What follows belongs to an exercise in optimizing a design on an open flow for small area and a short achievable clock period; a production flow would make more cautious choices.
Function was checked by simulation only, so behaviour that the tests miss may differ from the original.

<file path="run.sh">
#!/bin/bash
# synth_recipe.tcl (not shown) runs the flow's synth.tcl, then flattens the netlist and writes it again
# the make line also repeats each setting of config.mk as NAME=value (left out here)
make -C /OpenROAD-flow-scripts/flow DESIGN_CONFIG=/design/flow/config.mk WORK_HOME=/design/flow/orfs CLKGATE_MAP_FILE= SYNTH_SCRIPT=/design/flow/synth_recipe.tcl finish
</file>
<file path="config.mk">
export PLATFORM = sky130hd
export DESIGN_NAME = soccer_overlay
export DESIGN_NICKNAME = soccer_overlay
export VERILOG_FILES = /design/flow/design.v
export SDC_FILE = /design/flow/constraint.sdc
export NUM_CORES = 4
export LEC_CHECK = 0
export CAP_MARGIN = 20
export CORE_MARGIN = 2
export CORE_UTILIZATION = 40
export SLEW_MARGIN = 20
</file>
<file path="constraint.sdc">
create_clock -name core_clock -period 13.0 [get_ports {clk_i}]
set_input_delay 2.6000 -clock core_clock [delete_from_list [all_inputs] [get_ports {clk_i}]]
set_output_delay 2.6000 -clock core_clock [all_outputs]
set_load 0.01 [all_outputs]
</file>
<file path="design.v">
package soccer_pkg;
    typedef logic [23:0] rgb_t;
    typedef enum logic [1:0] {
        MATCH_KICKOFF = 2'd0,
        MATCH_PLAY    = 2'd1,
        MATCH_GOAL    = 2'd2
    } match_state_t;
    localparam int COORD_W = 12;
    localparam rgb_t SKY_BG     = 24'h070A12;
    localparam rgb_t GRASS_A    = 24'h0A5C1F;
    localparam rgb_t GRASS_B    = 24'h0D6A26;
    localparam rgb_t LINE_WHITE = 24'hF5F7FF;
    localparam rgb_t BALL_WHITE = 24'hF7F7F7;
    localparam rgb_t SCORE_BG   = 24'h0E1016;
    localparam rgb_t SCORE_FG   = 24'hECEFF4;
    localparam int PITCH_MARGIN = 16;
    localparam int BALL_R       = 4;
    localparam int GOAL_HALF    = 12;
    localparam int STRIPE_SHIFT = 3;
    localparam int DIGIT_SCALE  = 2;
    localparam int SB_LEFT      = 8;
    localparam int SB_GAP       = 3;
    localparam int SERVE_SPEED    = 2;
    localparam int KICKOFF_FRAMES = 4;
    localparam int GOAL_FRAMES    = 8;
endpackage
`timescale 1ns/1ps
module raster_timing #(
    parameter int H_ACTIVE = 1920,
    parameter int V_ACTIVE = 1080
) (
    input  logic     clk_i,
    input  logic     rst_i,
    input  logic     cen_i,
    input  logic     de_i,
    output logic                           raster_de,
    output logic [soccer_pkg::COORD_W-1:0] raster_x,
    output logic [soccer_pkg::COORD_W-1:0] raster_y,
    output logic                           raster_frame_tick
);
    localparam int CW = soccer_pkg::COORD_W;
    localparam logic [CW-1:0] X_LAST = CW'(H_ACTIVE - 1);
    localparam logic [CW-1:0] Y_LAST = CW'(V_ACTIVE - 1);
    logic          de_q;
    logic          seen_line_q;
    logic          wrap_q;
    logic [CW-1:0] h_cnt_q;
    logic [CW-1:0] v_cnt_q;
    logic          de_rise;
    logic          de_fall;
    logic          new_frame;
    logic [CW-1:0] x_now;
    logic [CW-1:0] y_now;
    assign de_rise   = de_i & ~de_q;
    assign de_fall   = ~de_i & de_q;
    assign new_frame = de_rise & (~seen_line_q | wrap_q);
    always_comb begin
        x_now = h_cnt_q;
        y_now = v_cnt_q;
        if (de_rise) begin
            x_now = '0;
            if (new_frame) begin
                y_now = '0;
            end else if (v_cnt_q != Y_LAST) begin
                y_now = v_cnt_q + 1'b1;
            end
        end else if (h_cnt_q != X_LAST) begin
            x_now = h_cnt_q + 1'b1;
        end
    end
    always_ff @(posedge clk_i) begin
        if (rst_i) begin
            de_q        <= 1'b0;
            seen_line_q <= 1'b0;
            wrap_q      <= 1'b0;
            h_cnt_q     <= '0;
            v_cnt_q     <= '0;
        end else if (cen_i) begin
            de_q <= de_i;
            if (de_i) begin
                h_cnt_q <= x_now;
            end
            if (de_rise) begin
                v_cnt_q     <= y_now;
                seen_line_q <= 1'b1;
                wrap_q      <= 1'b0;
            end else if (de_fall && seen_line_q && (v_cnt_q == Y_LAST)) begin
                wrap_q <= 1'b1;
            end
        end
    end
    assign raster_de         = de_i;
    assign raster_x          = x_now;
    assign raster_y          = y_now;
    assign raster_frame_tick = new_frame;
endmodule
`timescale 1ns/1ps
module ball_match #(
    parameter int H_ACTIVE = 1920,
    parameter int V_ACTIVE = 1080
) (
    input  logic   clk_i,
    input  logic   rst_i,
    input  logic   cen_i,
    input  logic                           raster_frame_tick,
    output logic [soccer_pkg::COORD_W-1:0] game_ball_x,
    output logic [soccer_pkg::COORD_W-1:0] game_ball_y,
    output logic [3:0]                     game_score_a,
    output logic [3:0]                     game_score_b
);
    localparam int CW      = soccer_pkg::COORD_W;
    localparam int PITCH_L = soccer_pkg::PITCH_MARGIN;
    localparam int PITCH_R = H_ACTIVE - soccer_pkg::PITCH_MARGIN - 1;
    localparam logic [CW-1:0] CENTRE_X = CW'(H_ACTIVE / 2);
    localparam logic [CW-1:0] CENTRE_Y = CW'(V_ACTIVE / 2);
    localparam logic [CW-1:0] STOP_L   = CW'(PITCH_L + soccer_pkg::BALL_R);
    localparam logic [CW-1:0] STOP_R   = CW'(PITCH_R - soccer_pkg::BALL_R);
    localparam logic [CW-1:0] STEP     = CW'(soccer_pkg::SERVE_SPEED);
    localparam logic [3:0]    KICK_END = 4'(soccer_pkg::KICKOFF_FRAMES - 1);
    localparam logic [3:0]    GOAL_END = 4'(soccer_pkg::GOAL_FRAMES - 1);
    soccer_pkg::match_state_t state_q;
    logic [3:0]    pause_q;
    logic          serve_right_q;
    logic [CW-1:0] ball_x_q;
    logic [3:0]    score_a_q;
    logic [3:0]    score_b_q;
    logic [CW-1:0] next_x;
    logic          at_right;
    logic          at_left;
    assign next_x   = serve_right_q ? ball_x_q + STEP : ball_x_q - STEP;
    assign at_right = serve_right_q && (next_x >= STOP_R);
    assign at_left  = !serve_right_q && (next_x <= STOP_L);
    always_ff @(posedge clk_i) begin
        if (rst_i) begin
            state_q       <= soccer_pkg::MATCH_KICKOFF;
            pause_q       <= '0;
            serve_right_q <= 1'b1;
            ball_x_q      <= CENTRE_X;
            score_a_q     <= '0;
            score_b_q     <= '0;
        end else if (cen_i && raster_frame_tick) begin
            case (state_q)
                soccer_pkg::MATCH_KICKOFF: begin
                    if (pause_q == KICK_END) begin
                        pause_q  <= '0;
                        ball_x_q <= next_x;
                        state_q  <= soccer_pkg::MATCH_PLAY;
                    end else begin
                        pause_q <= pause_q + 1'b1;
                    end
                end
                soccer_pkg::MATCH_PLAY: begin
                    ball_x_q <= next_x;
                    if (at_right || at_left) begin
                        if (at_right && (score_a_q != 4'd9)) begin
                            score_a_q <= score_a_q + 1'b1;
                        end
                        if (at_left && (score_b_q != 4'd9)) begin
                            score_b_q <= score_b_q + 1'b1;
                        end
                        serve_right_q <= ~serve_right_q;
                        state_q       <= soccer_pkg::MATCH_GOAL;
                    end
                end
                soccer_pkg::MATCH_GOAL: begin
                    if (pause_q == GOAL_END) begin
                        pause_q  <= '0;
                        ball_x_q <= CENTRE_X;
                        state_q  <= soccer_pkg::MATCH_KICKOFF;
                    end else begin
                        pause_q <= pause_q + 1'b1;
                    end
                end
                default: begin
                    state_q <= soccer_pkg::MATCH_KICKOFF;
                end
            endcase
        end
    end
    assign game_ball_x  = ball_x_q;
    assign game_ball_y  = CENTRE_Y;
    assign game_score_a = score_a_q;
    assign game_score_b = score_b_q;
endmodule
`timescale 1ns/1ps
module pitch_render #(
    parameter int H_ACTIVE = 1920,
    parameter int V_ACTIVE = 1080
) (
    input  logic             clk_i,
    input  logic             rst_i,
    input  logic             cen_i,
    input  logic             vid_sel_i,
    input  soccer_pkg::rgb_t vid_rgb_i,
    input  logic [2:0]       dvh_sync_i,
    input  logic                           raster_de,
    input  logic [soccer_pkg::COORD_W-1:0] raster_x,
    input  logic [soccer_pkg::COORD_W-1:0] raster_y,
    input  logic [soccer_pkg::COORD_W-1:0] view_ball_x,
    input  logic [soccer_pkg::COORD_W-1:0] view_ball_y,
    input  logic [3:0]                     view_score_a,
    input  logic [3:0]                     view_score_b,
    output soccer_pkg::rgb_t vid_rgb_o,
    output logic [2:0]       dvh_sync_o
);
    localparam int S       = soccer_pkg::DIGIT_SCALE;
    localparam int PITCH_L = soccer_pkg::PITCH_MARGIN;
    localparam int PITCH_R = H_ACTIVE - soccer_pkg::PITCH_MARGIN - 1;
    localparam int PITCH_T = soccer_pkg::PITCH_MARGIN;
    localparam int PITCH_B = V_ACTIVE - soccer_pkg::PITCH_MARGIN - 1;
    localparam int HALF_X  = H_ACTIVE / 2;
    localparam int BALL_R2 = soccer_pkg::BALL_R * soccer_pkg::BALL_R;
    localparam int SB_TOP   = PITCH_B + 1 + soccer_pkg::SB_GAP;
    localparam int SB_BOT   = SB_TOP + 5 * S + 2;
    localparam int SB_RIGHT = soccer_pkg::SB_LEFT + 26;
    localparam int DIG_Y    = SB_TOP + 1;
    localparam int DIG_A_X  = soccer_pkg::SB_LEFT + 4;
    localparam int DIG_B_X  = soccer_pkg::SB_LEFT + 16;
    function automatic logic [14:0] glyph(input logic [3:0] d);
        case (d)
            4'd0:    glyph = 15'b111_101_101_101_111;
            4'd1:    glyph = 15'b010_110_010_010_111;
            4'd2:    glyph = 15'b111_001_111_100_111;
            4'd3:    glyph = 15'b111_001_111_001_111;
            4'd4:    glyph = 15'b101_101_111_001_001;
            4'd5:    glyph = 15'b111_100_111_001_111;
            4'd6:    glyph = 15'b111_100_111_101_111;
            4'd7:    glyph = 15'b111_001_001_001_001;
            4'd8:    glyph = 15'b111_101_111_101_111;
            4'd9:    glyph = 15'b111_101_111_001_111;
            default: glyph = 15'b000_000_000_000_000;
        endcase
    endfunction
    function automatic logic digit_on(input int px, input int py, input int x0,
                                      input int y0, input logic [3:0] d);
        logic [14:0] bits;
        int          col;
        int          row;
        bits     = glyph(d);
        digit_on = 1'b0;
        if ((px >= x0) && (px < x0 + 3 * S) && (py >= y0) && (py < y0 + 5 * S)) begin
            col      = (px - x0) / S;
            row      = (py - y0) / S;
            digit_on = bits[(4 - row) * 3 + (2 - col)];
        end
    endfunction
    int               px;
    int               py;
    int               dx;
    int               dy;
    logic             in_pitch;
    logic             on_line;
    logic             in_board;
    soccer_pkg::rgb_t scene;
    always_comb begin
        px = int'(raster_x);
        py = int'(raster_y);
        dx = px - int'(view_ball_x);
        dy = py - int'(view_ball_y);
        in_pitch = (px >= PITCH_L) && (px <= PITCH_R) && (py >= PITCH_T) && (py <= PITCH_B);
        on_line  = (px <= PITCH_L + 1) || (px >= PITCH_R - 1) ||
                   (py <= PITCH_T + 1) || (py >= PITCH_B - 1) ||
                   (px == HALF_X - 1) || (px == HALF_X);
        in_board = (px >= soccer_pkg::SB_LEFT) && (px < SB_RIGHT) &&
                   (py >= SB_TOP) && (py < SB_BOT);
        scene = soccer_pkg::SKY_BG;
        if (in_pitch) begin
            scene = raster_x[soccer_pkg::STRIPE_SHIFT] ? soccer_pkg::GRASS_B
                                                       : soccer_pkg::GRASS_A;
            if (on_line) begin
                scene = soccer_pkg::LINE_WHITE;
            end
        end
        if (dx * dx + dy * dy <= BALL_R2) begin
            scene = soccer_pkg::BALL_WHITE;
        end
        if (in_board) begin
            scene = soccer_pkg::SCORE_BG;
            if (digit_on(px, py, DIG_A_X, DIG_Y, view_score_a) ||
                digit_on(px, py, DIG_B_X, DIG_Y, view_score_b)) begin
                scene = soccer_pkg::SCORE_FG;
            end
        end
    end
    always_ff @(posedge clk_i) begin
        if (rst_i) begin
            vid_rgb_o  <= soccer_pkg::SKY_BG;
            dvh_sync_o <= 3'b000;
        end else if (cen_i) begin
            vid_rgb_o  <= (vid_sel_i && raster_de) ? scene : vid_rgb_i;
            dvh_sync_o <= dvh_sync_i;
        end
    end
endmodule
`timescale 1ns/1ps
module soccer_overlay #(
    parameter int H_ACTIVE = 1920,
    parameter int V_ACTIVE = 1080
) (
    input  logic             clk_i,
    input  logic             rst_i,
    input  logic             cen_i,
    input  logic             vid_sel_i,
    input  soccer_pkg::rgb_t vid_rgb_i,
    input  logic [1:0]       vh_blank_i,
    input  logic [2:0]       dvh_sync_i,
    output logic [2:0]       dvh_sync_o,
    output soccer_pkg::rgb_t vid_rgb_o
);
    logic                           raster_de;
    logic [soccer_pkg::COORD_W-1:0] raster_x;
    logic [soccer_pkg::COORD_W-1:0] raster_y;
    logic                           raster_frame_tick;
    logic [soccer_pkg::COORD_W-1:0] ball_x;
    logic [soccer_pkg::COORD_W-1:0] ball_y;
    logic [3:0]                     score_a;
    logic [3:0]                     score_b;
    raster_timing #(
        .H_ACTIVE (H_ACTIVE),
        .V_ACTIVE (V_ACTIVE)
    ) u_raster_timing (
        .clk_i  (clk_i),
        .rst_i  (rst_i),
        .cen_i  (cen_i),
        .de_i   (dvh_sync_i[2]),
        .raster_de         (raster_de),
        .raster_x          (raster_x),
        .raster_y          (raster_y),
        .raster_frame_tick (raster_frame_tick)
    );
    ball_match #(
        .H_ACTIVE (H_ACTIVE),
        .V_ACTIVE (V_ACTIVE)
    ) u_ball_match (
        .clk_i  (clk_i),
        .rst_i  (rst_i),
        .cen_i  (cen_i),
        .raster_frame_tick (raster_frame_tick),
        .game_ball_x       (ball_x),
        .game_ball_y       (ball_y),
        .game_score_a      (score_a),
        .game_score_b      (score_b)
    );
    pitch_render #(
        .H_ACTIVE (H_ACTIVE),
        .V_ACTIVE (V_ACTIVE)
    ) u_pitch_render (
        .clk_i      (clk_i),
        .rst_i      (rst_i),
        .cen_i      (cen_i),
        .vid_sel_i  (vid_sel_i),
        .vid_rgb_i  (vid_rgb_i),
        .dvh_sync_i (dvh_sync_i),
        .raster_de    (raster_de),
        .raster_x     (raster_x),
        .raster_y     (raster_y),
        .view_ball_x  (ball_x),
        .view_ball_y  (ball_y),
        .view_score_a (score_a),
        .view_score_b (score_b),
        .vid_rgb_o  (vid_rgb_o),
        .dvh_sync_o (dvh_sync_o)
    );
endmodule
</file>
==> key figures <==
Worst setup path
  • Worst Path Max Fanout: 7
  • Startpoint types: input port
  • CP Buf/Inv Count: 11
  • Top Family by Delay on Critical Path: adder cells
  • CP dominant cell by count: fa_1
  • Crit path kind: input port to register
  • Crit path to: u_pitch_render.vid_rgb_o[11]$_SDFFE_PP1P_
  • Worst r2r src: u_raster_timing.h_cnt_q[0]$_SDFFE_PP0P_
  • Reg2Reg Setup Slack: 1.04 ns
  • CP arrival: 12.68 ns
  • Req. time, crit path: ~13 ns
  • RR Endpoint: u_pitch_render.vid_rgb_o[11]$_SDFFE_PP1P_
  • Slowest-stage cell, CP: fa_2
  • Critical path depth in cells: 43
  • CP Capture Type: register
  • Max stage delay on crit path: roughly 0.61 ns
  • Worst r2r path cells: 45
  • CP Launch Point: dvh_sync_i[2]

Synth
  • Top post-synthesis cells by area: fa_1 (35%), ha_1 (11%), dfxtp_1 (9.4%)
  • Xor/xnor share of the synthesized area: under 10%
  • Simple-gate share of the synthesized area: between 10% and 20%
  • Largest family of logic cells by synthesized area: adder cells
  • Synthesis-stage register bit count: just over 100
  • Count leader, synth: inv_1
  • Mapped Cells: 2501
  • Post-synth top area share: between 30% and 40%
  • Post-synthesis compound-gate area fraction: a little over an eighth
  • Synth Net Count: a little over 3000
  • Asr flop ratio synth: 0%
  • Post-synthesis sequential area ratio: 9.38%
  • Largest area contributor in the netlist: fa_1
  • Ys flop type: dfxtp_1
  • Ys Warns: 3
  • Commonest cells post-synth: inv_1 (534), fa_1 (378), nor2_1 (203)
  • Synth Area in Adders: a little under half
  • Multiplexer share of the synthesized area: between 1 and 1.5%
  • Netlist cell types: approximately 110
  • Cell Area, Synth: roughly 22000 um2
  • Post-synth EDFFs: 0
  • Syn_area_per_cell: around 8.6 um2

GRT
  • Largest net degree at the start of global routing: between 70 and 80
  • Number of global-route vias before repair: about 19000
  • First-pass GRT wire length: approximately 100000 um
  • GR Overflow Total: 0
  • Initial antenna violation count: 0
  • GRT Total Usage: 22.3%

STA
  • Final setup TNS: 0 ns
  • Tightest Pin Transition: 0.920 ns
  • Worst path setup slack after routing: about 0.55 ns
  • Tcrit/Tclk final: 95.7%
  • Slew Viols, Final: 0
  • Minimum clock period: approximately 12 ns
  • RSZ-0062 raised after global routing: no
  • Final setup violation count: 0
  • Skew final: approximately 0.011 ns
  • Endpoints failing hold: 0
  • F_max: roughly 0.080 GHz
  • Max-slew headroom at the worst pin: between 30% and 40%

CTS
  • Skew-Pair Late Insertion Delay: between 0.3 and 0.4 ns
  • Inserted Clock Buffers: 9
  • Clk sinks: ~100
  • Maximum buffer depth of the clock tree: 2
  • CTS root buf: clkbuf_16
  • Worst-path clk slew: ~0.070 ns
  • H-tree depth: 3
  • CTS tree: built

Placed design
  • Pre-CTS WS: -0.910 ns
  • Placed cell count: about 3500
  • IO buf count: 57
  • GPL Wtd Cong: 0.920
  • Final HPWL DP: roughly 52000 um

Job
  • Max-cap violations: 0

Layout
  • Diode count: 0
  • Share of cells above drive strength 1: about 16%
  • Area Overhead vs Synth: 18.4%
  • Final Non-Filler Cells: approximately 3500
  • Nets: between 3000 and 4000

Hold path
  • HP Class: register to register

Drt
  • Via count: approximately 18000
  • DRT iter0 DRCs: ~1300
  • Overall routed net length: around 60000 um
  • Antenna-violating nets left: 0
  • Drc violations: 0
  • Routed len/inst: approximately 17 um
  • Vias/cell: 5.18
  • 1st-pass router iterations: 8

Run status
  • Status: complete, no violations

Floorplan
  • Starting Density: between 40% and 50%
  • I/O pin total: 60
  • Die area: ~56000 um2
  • Std-Cell Rows: 85
  • Die width: approximately 240 um
  • Die Ht: about 240 um
  • Total core area: roughly 53000 um2
==> cell type report <==
cell class                 instances  area (um2)
sequential                       101        2020
multi-input combinational       1765       17300
timing repair buffer             361        2940
inverter                         545        2050
fill                            5104       28000
clock buffer                       9         225
tap                              696         871
clock inverter                     6        93.8
==> cells in the final DEF (no fill, tap or decap), drive strengths merged, types with 54 or more instances in the layout <==
master,count
inv,541
fa,378
buf,305
nor2,203
nand2,196
ha,188
a21oi,112
dfxtp,101
o21ai,83
clkdlybuf4s50,55
nor3,55
nand3,54
==> kinds of logic (layout without fill, tap and decap cells) <==
kind of cell    Yosys count  in the layout
compound gates          435            435
xor+xnor                 61             61
fa+ha+maj               566            566
buf+inv                 635            921
flops                   101            101
mux                      24             24
other cells               1              1
simple gates            678            678
==> worst min path at each step <==
stage	endpoint	start	depth (start not counted)	slack (ns)
4_1_cts	u_pitch_render.vid_rgb_o[4]$_SDFFE_PP1P_	u_pitch_render.vid_rgb_o[4]$_SDFFE_PP1P_	2	0.48
2_1_floorplan	u_ball_match.ball_x_q[4]$_SDFFE_PP0P_	u_ball_match.ball_x_q[4]$_SDFFE_PP0P_	2	0.45
5_1_grt	u_pitch_render.vid_rgb_o[4]$_SDFFE_PP1P_	u_pitch_render.vid_rgb_o[4]$_SDFFE_PP1P_	2	0.50
3_3_place_gp	u_pitch_render.vid_rgb_o[2]$_SDFFE_PP0P_	u_pitch_render.vid_rgb_o[2]$_SDFFE_PP0P_	2	0.47
6_report	u_pitch_render.vid_rgb_o[4]$_SDFFE_PP1P_	u_pitch_render.vid_rgb_o[4]$_SDFFE_PP1P_	2	0.48
3_5_place_dp	u_pitch_render.vid_rgb_o[4]$_SDFFE_PP1P_	u_pitch_render.vid_rgb_o[4]$_SDFFE_PP1P_	2	0.46
==> stage by stage <==
step	instance area (um2)	hold slack (ns)	util, %
floorplan	21600	0.449	-
global placement	25000	0.468	46.7
detailed placement	25000	0.464	46.7
CTS	25300	0.480	47.4
global route	25500	0.501	47.7
finish	25500	0.478	47.7
==> routing by layer <==
metal	GRT usage (%)	vias to the layer above	wire length [um]
met5	0	-	0
met4	4.84	0	1070
met1	32.5	8916	28300
li1	-	8665	-
met3	1.61	53	2270
met2	36.4	402	28300
==> worst reg2reg max path, delay by kind of cell, from the launching register on <==
kind | cells | cell delay (ns)
and+or+nand+nor | 11 | 2.48
muxes | 1 | 0.45
adders and majority gates | 10 | 4.63
buffers and inverters | 9 | 1.25
AOI/OAI and AO/OA | 14 | 2.48
DFF | 1 | 0.57
==> what timing repair did <==
action | in CTS | in global routing
resized for setup | 25 | 43
pin swaps | 7 | 33
hold buffers | 0 | 0
endpoints found under the setup margin | 23 | 23
setup buffers | 1 | 4

-- re-timing with driven ports --
No port has a modelled driver above. Below, the same layout with a new extraction and two added sets of constraints. Step 1 sets driving cells, clkbuf_16 on the clock port and buf_2 on the other inputs (assumed; they add their load-dependent delay and slew). Step 2 moves the port delays by t, midway between the first and last clock arrival at a register: inputs arrive t later, outputs are due t later. That takes back most of the time a late clock gives input paths. Three values: ideal ports, drivers, drivers and shift; two values: the first two.
shift t [ns]: 0.407
setup WS [ns]: 0.555 / 0.583 / 0.176
worst setup path after step 2: input to register
cell pins on the clock port's net: 1
After both steps setup and hold are still met in this run. For this run, drivers alone change the setup slack by +0.028 ns; drivers and shift together by -0.379 ns.
